This is an optimization exercise on Yosys and OpenROAD, whose aim is small area, a short achievable clock period and few clock cycles, not a production implementation. Function was checked by simulation only, so behaviour that the tests miss may differ from the original. Power is estimated from default activity; no workload was simulated.

==> flow/design.v <==
package cachePkg;
	localparam int DataWidth = 16;	 
	localparam int NumWays   = 4;	 
	localparam int WayBits   = 2;	 
endpackage
`timescale 1ns/100ps
module plruPolicy #(
	parameter int SetBits = 3
) (
	input  logic                         Clock,
	input  logic                         Reset_L,
	input  logic [SetBits-1:0]           rdSet,
	output logic [cachePkg::WayBits-1:0] victimWay,
	input  logic                         updEn,
	input  logic [SetBits-1:0]           updSet,
	input  logic [cachePkg::WayBits-1:0] updWay
);
	localparam int NumSets = 1 << SetBits;
	logic [2:0] lruMem [NumSets];
	logic [2:0] curBits;
	assign curBits   = lruMem[rdSet];
	assign victimWay = curBits[0] ? {1'b1, curBits[2]} : {1'b0, curBits[1]};
	always_ff @(posedge Clock or negedge Reset_L) begin
		if (!Reset_L) begin
			for (int s = 0; s < NumSets; s++)
				lruMem[s] <= '0;
		end else if (updEn) begin
			lruMem[updSet][0] <= ~updWay[1];
			if (updWay[1])
				lruMem[updSet][2] <= ~updWay[0];
			else
				lruMem[updSet][1] <= ~updWay[0];
		end
	end
endmodule
`timescale 1ns/100ps
module tagStore #(
	parameter int SetBits  = 3,
	parameter int TagWidth = 25
) (
	input  logic                         Clock,
	input  logic                         Reset_L,
	input  logic [SetBits-1:0]           rdSet,
	input  logic [TagWidth-1:0]          rdTag,
	output logic [cachePkg::NumWays-1:0] hitWays,
	input  logic                         allocEn,
	input  logic [SetBits-1:0]           allocSet,
	input  logic [cachePkg::WayBits-1:0] allocWay,
	input  logic [TagWidth-1:0]          allocTag,
	input  logic [cachePkg::NumWays-1:0] invWays,
	input  logic [SetBits-1:0]           invSet
);
	localparam int NumSets = 1 << SetBits;
	logic [TagWidth-1:0] tagMem   [cachePkg::NumWays][NumSets];
	logic [NumSets-1:0]  validMem [cachePkg::NumWays];
	always_ff @(posedge Clock) begin
		if (allocEn)
			tagMem[allocWay][allocSet] <= allocTag;
	end
	always_ff @(posedge Clock or negedge Reset_L) begin
		if (!Reset_L) begin
			for (int w = 0; w < cachePkg::NumWays; w++)
				validMem[w] <= '0;
		end else begin
			for (int w = 0; w < cachePkg::NumWays; w++) begin
				if (invWays[w])
					validMem[w][invSet] <= 1'b0;
				if (allocEn && allocWay == w)
					validMem[w][allocSet] <= 1'b1;
			end
		end
	end
	always_comb begin
		for (int w = 0; w < cachePkg::NumWays; w++)
			hitWays[w] = validMem[w][rdSet] && (tagMem[w][rdSet] == rdTag);
	end
endmodule
`timescale 1ns/100ps
module dataStore #(
	parameter int SetBits  = 3,
	parameter int WordBits = 3
) (
	input  logic                           Clock,
	input  logic [SetBits-1:0]             rdSet,
	input  logic [WordBits-1:0]            rdWord,
	input  logic [cachePkg::NumWays-1:0]   rdWays,	 
	output logic [cachePkg::DataWidth-1:0] rdData,
	input  logic                           wrEn,
	input  logic [cachePkg::WayBits-1:0]   wrWay,
	input  logic [SetBits-1:0]             wrSet,
	input  logic [WordBits-1:0]            wrWord,
	input  logic [cachePkg::DataWidth-1:0] wrData
);
	localparam int Depth = 1 << (SetBits + WordBits);	 
	logic [cachePkg::DataWidth-1:0] dataMem [cachePkg::NumWays][Depth];
	logic [SetBits+WordBits-1:0]    rdAddr, wrAddr;
	logic [cachePkg::DataWidth-1:0] wayData [cachePkg::NumWays];
	assign rdAddr = {rdSet, rdWord};
	assign wrAddr = {wrSet, wrWord};
	always_ff @(posedge Clock) begin
		if (wrEn)
			dataMem[wrWay][wrAddr] <= wrData;
	end
	always_comb begin
		rdData = '0;
		for (int w = 0; w < cachePkg::NumWays; w++) begin
			wayData[w] = dataMem[w][rdAddr];
			rdData     = rdData | (wayData[w] & {cachePkg::DataWidth{rdWays[w]}});
		end
	end
endmodule
`timescale 1ns/100ps
module cacheSequencer #(
	parameter int AddrWidth  = 32,
	parameter int SetBits    = 3,
	parameter int WordBits   = 3,
	parameter int CasLatency = 2
) (
	input  logic                           Clock,
	input  logic                           Reset_L,
	input  logic [AddrWidth-1:0]           cpuAddr,
	input  logic [cachePkg::DataWidth-1:0] cpuWriteData,
	input  logic                           as_L,
	input  logic                           we_L,
	input  logic                           uds_L,
	input  logic                           lds_L,
	input  logic                           dramSelectCpu,
	input  logic [cachePkg::DataWidth-1:0] dramReadData,
	input  logic                           dramDtack_L,
	input  logic                           dramCas_L,
	input  logic                           dramRas_L,
	input  logic [cachePkg::NumWays-1:0]   hitWays,
	input  logic [cachePkg::WayBits-1:0]   victimWay,
	input  logic [cachePkg::DataWidth-1:0] rdData,
	output logic [cachePkg::DataWidth-1:0] cpuReadData,
	output logic                           dtack_L,
	output logic                           dramSelect_L,
	output logic [AddrWidth-1:0]           dramAddr,
	output logic [cachePkg::DataWidth-1:0] dramWriteData,
	output logic                           dramUds_L,
	output logic                           dramLds_L,
	output logic                           dramWe_L,
	output logic                           dramAs_L,
	output logic                           allocEn,
	output logic [SetBits-1:0]             allocSet,
	output logic [cachePkg::WayBits-1:0]   allocWay,
	output logic [cachePkg::NumWays-1:0]   invWays,
	output logic [SetBits-1:0]             invSet,
	output logic                           lruEn,
	output logic [SetBits-1:0]             lruSet,
	output logic [cachePkg::WayBits-1:0]   lruWay,
	output logic                           wrEn,
	output logic [cachePkg::WayBits-1:0]   wrWay,
	output logic [SetBits-1:0]             wrSet,
	output logic [WordBits-1:0]            wrWord
);
	typedef enum logic [2:0] {
		dIdle,
		dFillReq,	 
		dFillGap,	 
		dFillData,	 
		dWrReq,		 
		dWrRel		 
	} dramState_t;
	localparam int LineWords = 1 << WordBits;
	dramState_t                 dstate, dnext;
	logic [WordBits-1:0]        cnt;
	logic [SetBits-1:0]         fillSet;
	logic [cachePkg::WayBits-1:0] fillWay;
	logic                       acked;		 
	logic                       dtackQ;
	logic [SetBits-1:0]         set;
	logic [WordBits-1:0]        word;
	logic                       cpuReq, hit, fillActive, fillLine, inData;
	logic                       wordWritten, capture, readAck, readMiss, writeIssue, writeAck;
	logic [cachePkg::WayBits-1:0] hitWay;
	assign set  = cpuAddr[SetBits+WordBits:WordBits+1];
	assign word = cpuAddr[WordBits:1];
	assign cpuReq     = !as_L && dramSelectCpu && !acked;
	assign hit        = |hitWays;
	assign hitWay     = {hitWays[3] | hitWays[2], hitWays[3] | hitWays[1]};
	assign fillActive = (dstate == dFillReq) || (dstate == dFillGap) || (dstate == dFillData);
	assign inData     = (dstate == dFillData);
	assign fillLine   = fillActive && (set == fillSet) && hitWays[fillWay];
	assign wordWritten = inData && (cnt > word);
	assign capture    = fillLine && inData && (cnt == word);
	assign readAck    = cpuReq && we_L && hit && (!fillLine || wordWritten || capture);
	assign readMiss   = cpuReq && we_L && !hit && (dstate == dIdle);
	assign writeIssue = cpuReq && !we_L && (dstate == dIdle);
	assign writeAck   = (dstate == dWrReq) && !dramDtack_L;
	always_comb begin
		dnext = dstate;
		case (dstate)
			dIdle:     if (readMiss) dnext = dFillReq;
			           else if (writeIssue) dnext = dWrReq;
			dFillReq:  if (!dramCas_L && dramRas_L) dnext = (CasLatency > 1) ? dFillGap : dFillData;
			dFillGap:  if (cnt == WordBits'(CasLatency - 2)) dnext = dFillData;
			dFillData: if (cnt == WordBits'(LineWords - 1)) dnext = dIdle;
			dWrReq:    if (!dramDtack_L) dnext = dWrRel;
			dWrRel:    if (dramDtack_L) dnext = dIdle;
			default:   dnext = dIdle;
		endcase
	end
	always_ff @(posedge Clock or negedge Reset_L) begin
		if (!Reset_L) begin
			dstate       <= dIdle;
			dtackQ       <= 1'b1;
			acked        <= 1'b0;
			dramSelect_L <= 1'b1;
			allocEn      <= 1'b0;
			invWays      <= '0;
			lruEn        <= 1'b0;
		end else begin
			dstate       <= dnext;
			acked        <= readAck || writeAck || (acked && !as_L);
			dtackQ       <= !(readAck || writeAck || (acked && !as_L));
			dramSelect_L <= !((dnext == dFillReq) || (dnext == dWrReq));
			allocEn      <= readMiss;
			invWays      <= writeIssue ? hitWays : '0;
			lruEn        <= readMiss || readAck;
		end
	end
	always_ff @(posedge Clock) begin
		if (dnext != dstate)
			cnt <= '0;
		else
			cnt <= cnt + 1'b1;
		if (readMiss) begin
			fillSet <= set;
			fillWay <= victimWay;
		end
		allocSet <= set;
		allocWay <= victimWay;
		invSet   <= set;
		lruSet   <= set;
		lruWay   <= readMiss ? victimWay : hitWay;
		if (readAck)
			cpuReadData <= capture ? dramReadData : rdData;
		if (dstate == dIdle) begin
			dramAddr      <= we_L ? {cpuAddr[AddrWidth-1:WordBits+1], {(WordBits+1){1'b0}}} : cpuAddr;
			dramWriteData <= cpuWriteData;
			dramUds_L     <= we_L ? 1'b0 : uds_L;
			dramLds_L     <= we_L ? 1'b0 : lds_L;
			dramWe_L      <= we_L;
			dramAs_L      <= we_L;
		end
	end
	assign dtack_L = dtackQ;
	assign wrEn   = inData;
	assign wrWay  = fillWay;
	assign wrSet  = fillSet;
	assign wrWord = cnt;
endmodule
`timescale 1ns/100ps
module cacheTop #(
	parameter int AddrWidth  = 32,
	parameter int SetBits    = 3,
	parameter int WordBits   = 3,
	parameter int CasLatency = 2
) (
	input  logic                           Clock,
	input  logic                           Reset_L,
	input  logic [AddrWidth-1:0]           cpuAddr,
	input  logic [cachePkg::DataWidth-1:0] cpuWriteData,
	output logic [cachePkg::DataWidth-1:0] cpuReadData,
	input  logic                           as_L,
	input  logic                           uds_L,
	input  logic                           lds_L,
	input  logic                           we_L,
	input  logic                           dramSelectCpu,	 
	output logic                           dtack_L,
	output logic                           dramSelect_L,
	output logic [AddrWidth-1:0]           dramAddr,
	output logic [cachePkg::DataWidth-1:0] dramWriteData,
	output logic                           dramUds_L,
	output logic                           dramLds_L,
	output logic                           dramWe_L,
	output logic                           dramAs_L,
	input  logic [cachePkg::DataWidth-1:0] dramReadData,
	input  logic                           dramDtack_L,
	input  logic                           dramCas_L,
	input  logic                           dramRas_L
);
	localparam int TagWidth = AddrWidth - SetBits - WordBits - 1;
	logic [cachePkg::NumWays-1:0]   hitWays, invWays;
	logic [cachePkg::WayBits-1:0]   victimWay, allocWay, lruWay, wrWay;
	logic [SetBits-1:0]             allocSet, invSet, lruSet, wrSet;
	logic [WordBits-1:0]            wrWord;
	logic                           allocEn, lruEn, wrEn;
	logic [cachePkg::DataWidth-1:0] rdData;
	cacheSequencer #(
		.AddrWidth(AddrWidth), .SetBits(SetBits),
		.WordBits(WordBits), .CasLatency(CasLatency)
	) seq0 (.*);
	tagStore #(.SetBits(SetBits), .TagWidth(TagWidth)) tags0 (
		.Clock, .Reset_L,
		.rdSet(cpuAddr[SetBits+WordBits:WordBits+1]),
		.rdTag(cpuAddr[AddrWidth-1:AddrWidth-TagWidth]),
		.hitWays,
		.allocEn, .allocSet, .allocWay,
		.allocTag(cpuAddr[AddrWidth-1:AddrWidth-TagWidth]),	 
		.invWays, .invSet
	);
	dataStore #(.SetBits(SetBits), .WordBits(WordBits)) data0 (
		.Clock,
		.rdSet(cpuAddr[SetBits+WordBits:WordBits+1]),
		.rdWord(cpuAddr[WordBits:1]),
		.rdWays(hitWays),
		.rdData,
		.wrEn, .wrWay, .wrSet, .wrWord,
		.wrData(dramReadData)
	);
	plruPolicy #(.SetBits(SetBits)) lru0 (
		.Clock, .Reset_L,
		.rdSet(cpuAddr[SetBits+WordBits:WordBits+1]),
		.victimWay,
		.updEn(lruEn), .updSet(lruSet), .updWay(lruWay)
	);
endmodule
==> flow/run.sh <==
#!/bin/bash
# synth_recipe.tcl (not shown) runs the flow's synth.tcl, then flattens the netlist and writes it again
# the make line also repeats each setting of config.mk as NAME=value (left out here)
make -C /OpenROAD-flow-scripts/flow DESIGN_CONFIG=/design/flow/config.mk WORK_HOME=/design/flow/orfs CLKGATE_MAP_FILE= SYNTH_SCRIPT=/design/flow/synth_recipe.tcl finish
==> flow/config.mk <==
export PLATFORM = sky130hd
export DESIGN_NAME = cacheTop
export DESIGN_NICKNAME = cacheTop
export VERILOG_FILES = /design/flow/design.v
export SDC_FILE = /design/flow/constraint.sdc
export NUM_CORES = 4
export LEC_CHECK = 0
export CAP_MARGIN = 20
export CORE_MARGIN = 2
export CORE_UTILIZATION = 40
export SLEW_MARGIN = 20
==> flow/constraint.sdc <==
create_clock -name core_clock -period 8.5 [get_ports {Clock}]
set_input_delay 1.7000 -clock core_clock [delete_from_list [all_inputs] [get_ports {Clock}]]
set_output_delay 1.7000 -clock core_clock [all_outputs]
set_load 0.01 [all_outputs]
==> run notes <==
==> cells in the final DEF (no fill, tap or decap), types with 32 or more instances in the layout <==
master and instances:
a21oi_1 91, a22oi_1 58, buf_12 32, buf_4 391
clkbuf_1 129, clkbuf_16 539, clkdlybuf4s50_1 111, clkinv_1 95
clkinv_2 78, dfrtp_1 66, edfxtp_1 4968, mux2_2 82
mux2i_1 191, mux4_2 1366, nand2_1 250, nand3_1 35
nor2_1 137, nor2_2 148, nor2_4 46, o21ai_0 62
o22ai_1 67, xnor2_1 50, xor2_1 41
==> registers in the layout, indices dropped and copies added, names as in the netlist, 2 cells and up <==
register / flops
seq0.dstate: 3
seq0.lruWay: 2
seq0.fillWay: 2
seq0.dramWriteData: 16
tags0.tagMem: 800
seq0.allocWay: 2
seq0.dramAddr: 32
data0.dataMem: 4096
lru0.lruMem: 24
tags0.validMem: 32
seq0.fillSet: 3
seq0.invWays: 4
seq0.cnt: 3
seq0.cpuReadData: 16
seq0.allocSet: 3
==> per-layer routing <==
| layer | part of all wire [%] | routed length [microns] |
|---|---|---|
| met2 | 48 | 247000 |
| met3 | 8.1 | 41700 |
| met1 | 41 | 209000 |
| met4 | 2.9 | 14600 |
| met5 | 0.0025 | 13 |
==> power breakdown <==
part           total, mW  internal, mW  leakage [nW]  switching [mW]
Sequential          27.8          27.6          45.7           0.137
Clock               22.4          12.7          8.11            9.70
Combinational       3.19          1.18          15.6            2.01
Total               53.3          41.5          69.4            11.8
==> Yosys cell counts (all sizes together) (58+ instances only) <==
cell type and count:
edfxtp 4968, clkbuf 242, dfrtp 66, buf 235, a22oi 58, nand2 266, o22ai 68, o21ai 64
mux2 104, nor2 331, mux4 1366, a21oi 92, mux2i 191
==> worst min path at each step <==
stage	to	slack [ns]	cells after the start
2_1_floorplan	tags0.validMem[0][6]	0.44	2
3_3_place_gp	tags0.validMem[1][2]	0.46	2
3_5_place_dp	tags0.validMem[0][5]	0.47	2
4_1_cts	tags0.validMem[0][5]	0.48	2
5_1_grt	tags0.validMem[0][2]	0.51	2
6_report	tags0.validMem[0][0]	0.48	2
==> worst max-delay path: cells and delay by family <==
kind,cells,cell delay [ns]
buffers and inverters,4,1.25
AOI/OAI and AO/OA,3,0.52
and+or+nand+nor,6,3.56
==> per-stage QoR <==
stage               hold WS, ns  instances
floorplan                 0.443       8511
global placement          0.459      15053
detailed placement        0.467      15054
CTS                       0.480      15990
global route              0.512      15995
finish                    0.478      16003
==> kinds of logic (layout without fill, tap and decap cells) <==
group,count (synthesis),in the layout
flip-flops,5046,5046
multiplexers,1661,1661
AND/OR/NAND/NOR,777,777
buffers and inverters,496,1528
AO/OA/AOI/OAI,425,425
XOR/XNOR,91,91
adder cells (fa/ha/maj),15,15
other,0,10
==> final cells by class <==
class	count	area, sq um	share of cell area [%]
well taps	6450	8070	3.62
clock buffers	671	14000	6.28
clock inverters	265	2640	1.18
diodes	10	25.0	0.0112
flip-flops and latches	5046	151000	67.7
inverters	19	87.6	0.0393
repair buffers	573	5180	2.32
multi-input cells	2969	42000	18.8
==> flow_summary_export.csv <==
group,metric,value,unit
grt,grt_antenna_before_repair,22,
sta,setup_viol,0,
logic_synthesis,synthMuxAreaShare,17.4,%
logic_synthesis,synth.top_cell.area_share,76.7,%
sta,min_period,6.51,ns
logic_synthesis,synth_edf_count,4968,
grt,grt_max_degree,180,
pwr,max-vdd-ir-drop,233,uV
cts,ctsRootBufferMaster,"clkbuf_16",
setup_path,startpoint_type,"input pin",
cts,post_cts_buffers,0,
setup_path,criticalPathCategory,"input pin to flop",
logic_synthesis,ys_types,79,
sta,max_slew.worst_pin.slew,1.18,ns
sta,fin_skew,0.0854,ns
cts,cts_tree,"done",
grt,grt_pass1_wl,724000,microns
grt,grt_use_met2,33.1,%
die,fp.dieArea,492000,sq um
sta,max_freq,154,MHz
cts,cts_made_buffers,529,
cts,ctsResizeCount,0,
setup_path,worstPathRequired,9.13,ns
sta,layout_setup_ws,1.99,ns
setup_path,critPathCapture,"seq0.cpuReadData[6]",
cts,h-tree-depth,6,
cts,clock_latency,1.08,ns
sta,hold_viol_final,0,
setup_path,timing.rr.end,"seq0.cpuReadData[6]",
cells_and_area,postLayoutCellArea,223000,sq um
logic_synthesis,ys_seq_area_share,77.7,%
grt,globalRoute.busiestLayer,"met2",
logic_synthesis,synth-compound-area-share,1.49,%
logic_synthesis,synth_top_family_by_area,"multiplexers",
logic_synthesis,synth_area,194000,sq um
pwr,power_density,239,nW/um^2
drt,first_pass_iters,5,
cells_and_area,syn2layout_area_growth,14.7,%
logic_synthesis,netlist_instances,8511,
sta,min_period_over_period,76.6,%
setup_path,cpPeakStageDelay,0.92,ns
sta,maxSlewHeadroom,21.1,%
setup_path,crit_chain,"clkbuf_8 -> buf_4 -> nor2_4 -> buf_4 -> a22oi_1 -> a21oi_1 -> o22a_1 -> nand4_1 -> nor4_2 -> buf_4 -> nand3_1 -> nand4_1 -> and3_1",
logic_synthesis,ys_async_sr_fraction,1.35,%
place,place_area,206000,sq um
setup_path,end_kind,"flop",
die,pin_count,144,
logic_synthesis,syn-num-nets,8600,
status,status,"no timing/DRC/antenna violations",
cts,clk_pin_slew,0.06,ns
cells_and_area,fin_util,46.0,%
die,initial_core_util,40.1,%
logic_synthesis,synth_warnings,7,
sta,drv_slew,0,
drt,via_count,93292,
grt,gr-usage-met1,29.0,%
setup_path,critPathMostFrequentCell,"buf_4",
drt,routed_wl,512000,microns
cells_and_area,final_nets,9227,
grt,grt_pass1_vias,94711,
logic_synthesis,synth-simple-area-share,1.72,%
pwr,p_total,53.3,mW
drt,route.detailed.drc,0,
place,io_buffer_count,143,
logic_synthesis,synth_area_leaders,"edfxtp_1 (77%), mux4_2 (16%), mux2i_1 (0.98%)",
die,core_area,485000,sq um
drt,drt-initial-drc-count,12190,
flow_run,cap_violations,0,
grt,track_usage,20.5,%
logic_synthesis,avgSynthCellArea,22.8,sq um
place,place_ws,1.14,ns
min_path,min_from,"tags0.validMem[0][0]",
place,globalplace.congestion,0.812,
sta,finalSetupTns,0,ns
logic_synthesis,yosys.area.top_type,"edfxtp_1",
cts,hold_buffers,0,
logic_synthesis,synthFlopType,"edfxtp_1",
min_path,hold_path.class,"flop to flop",
drt,drtAntennaViolNets,0,
grt,grt_use_met3,3.58,%
setup_path,rr_startpoint,"tags0.tagMem[27][7]",
grt,globalRouteOverflowTotal,0,
place,dp.final_hpwl,297000,microns
setup_path,cp_max_fo,43,
logic_synthesis,synthXorXnorAreaFrac,0.410,%
pwr,leakage,69.4,nW
drt,via_per_inst,5.83,
setup_path,crit_arrival,7.13,ns
die,die_w,701,microns
cts,cts_sinks,5046,
cells_and_area,final_layout_size_suffix_gt1_share,30.1,%
cts,clk_path_buf_depth,4,
die,rows,256,
drt,post_drt_wl_per_cell,32.0,microns
setup_path,rr_worst_depth,9,
setup_path,r2r_slack,3.85,ns
cells_and_area,nFillCells,39587,
setup_path,slowest_stage,"nor2_4",
logic_synthesis,synth_adder_area_share,0.0965,%
sta,rsz0062_at_grt,"false",
logic_synthesis,ys_ff_latch,5046,
die,die_y,701,microns
setup_path,crit_path_start,"cpuAddr[6]",
Testbench counts, summed over its fixed seeds: cycles 123,073.

port drivers added, routing unchanged:
Ports are ideal in the flow. The routed layout listed here was re-timed in OpenROAD.
Step 1: set_driving_cell puts a clkbuf_16 on Clock and a buf_2 on each other input, an assumption about the parent block.
Step 2 also shifts input and output timing later by t, the mid clock arrival at the registers, as if the neighbouring blocks saw the same clock.
a / b / c = ideal ports / drivers / drivers and shift; a / b = the first two.
shift t [ns]: 1.148
slack for setup (ns): 1.992 / 2.074 / 0.926
latest minus earliest clock arrival (ns): 0.104 / 0.104
worst slew at a driven data input, ns: 0.15
After both steps setup and hold are still met in this run. The setup slack of this run moves by +0.082 ns with the drivers and by -1.066 ns with both steps.
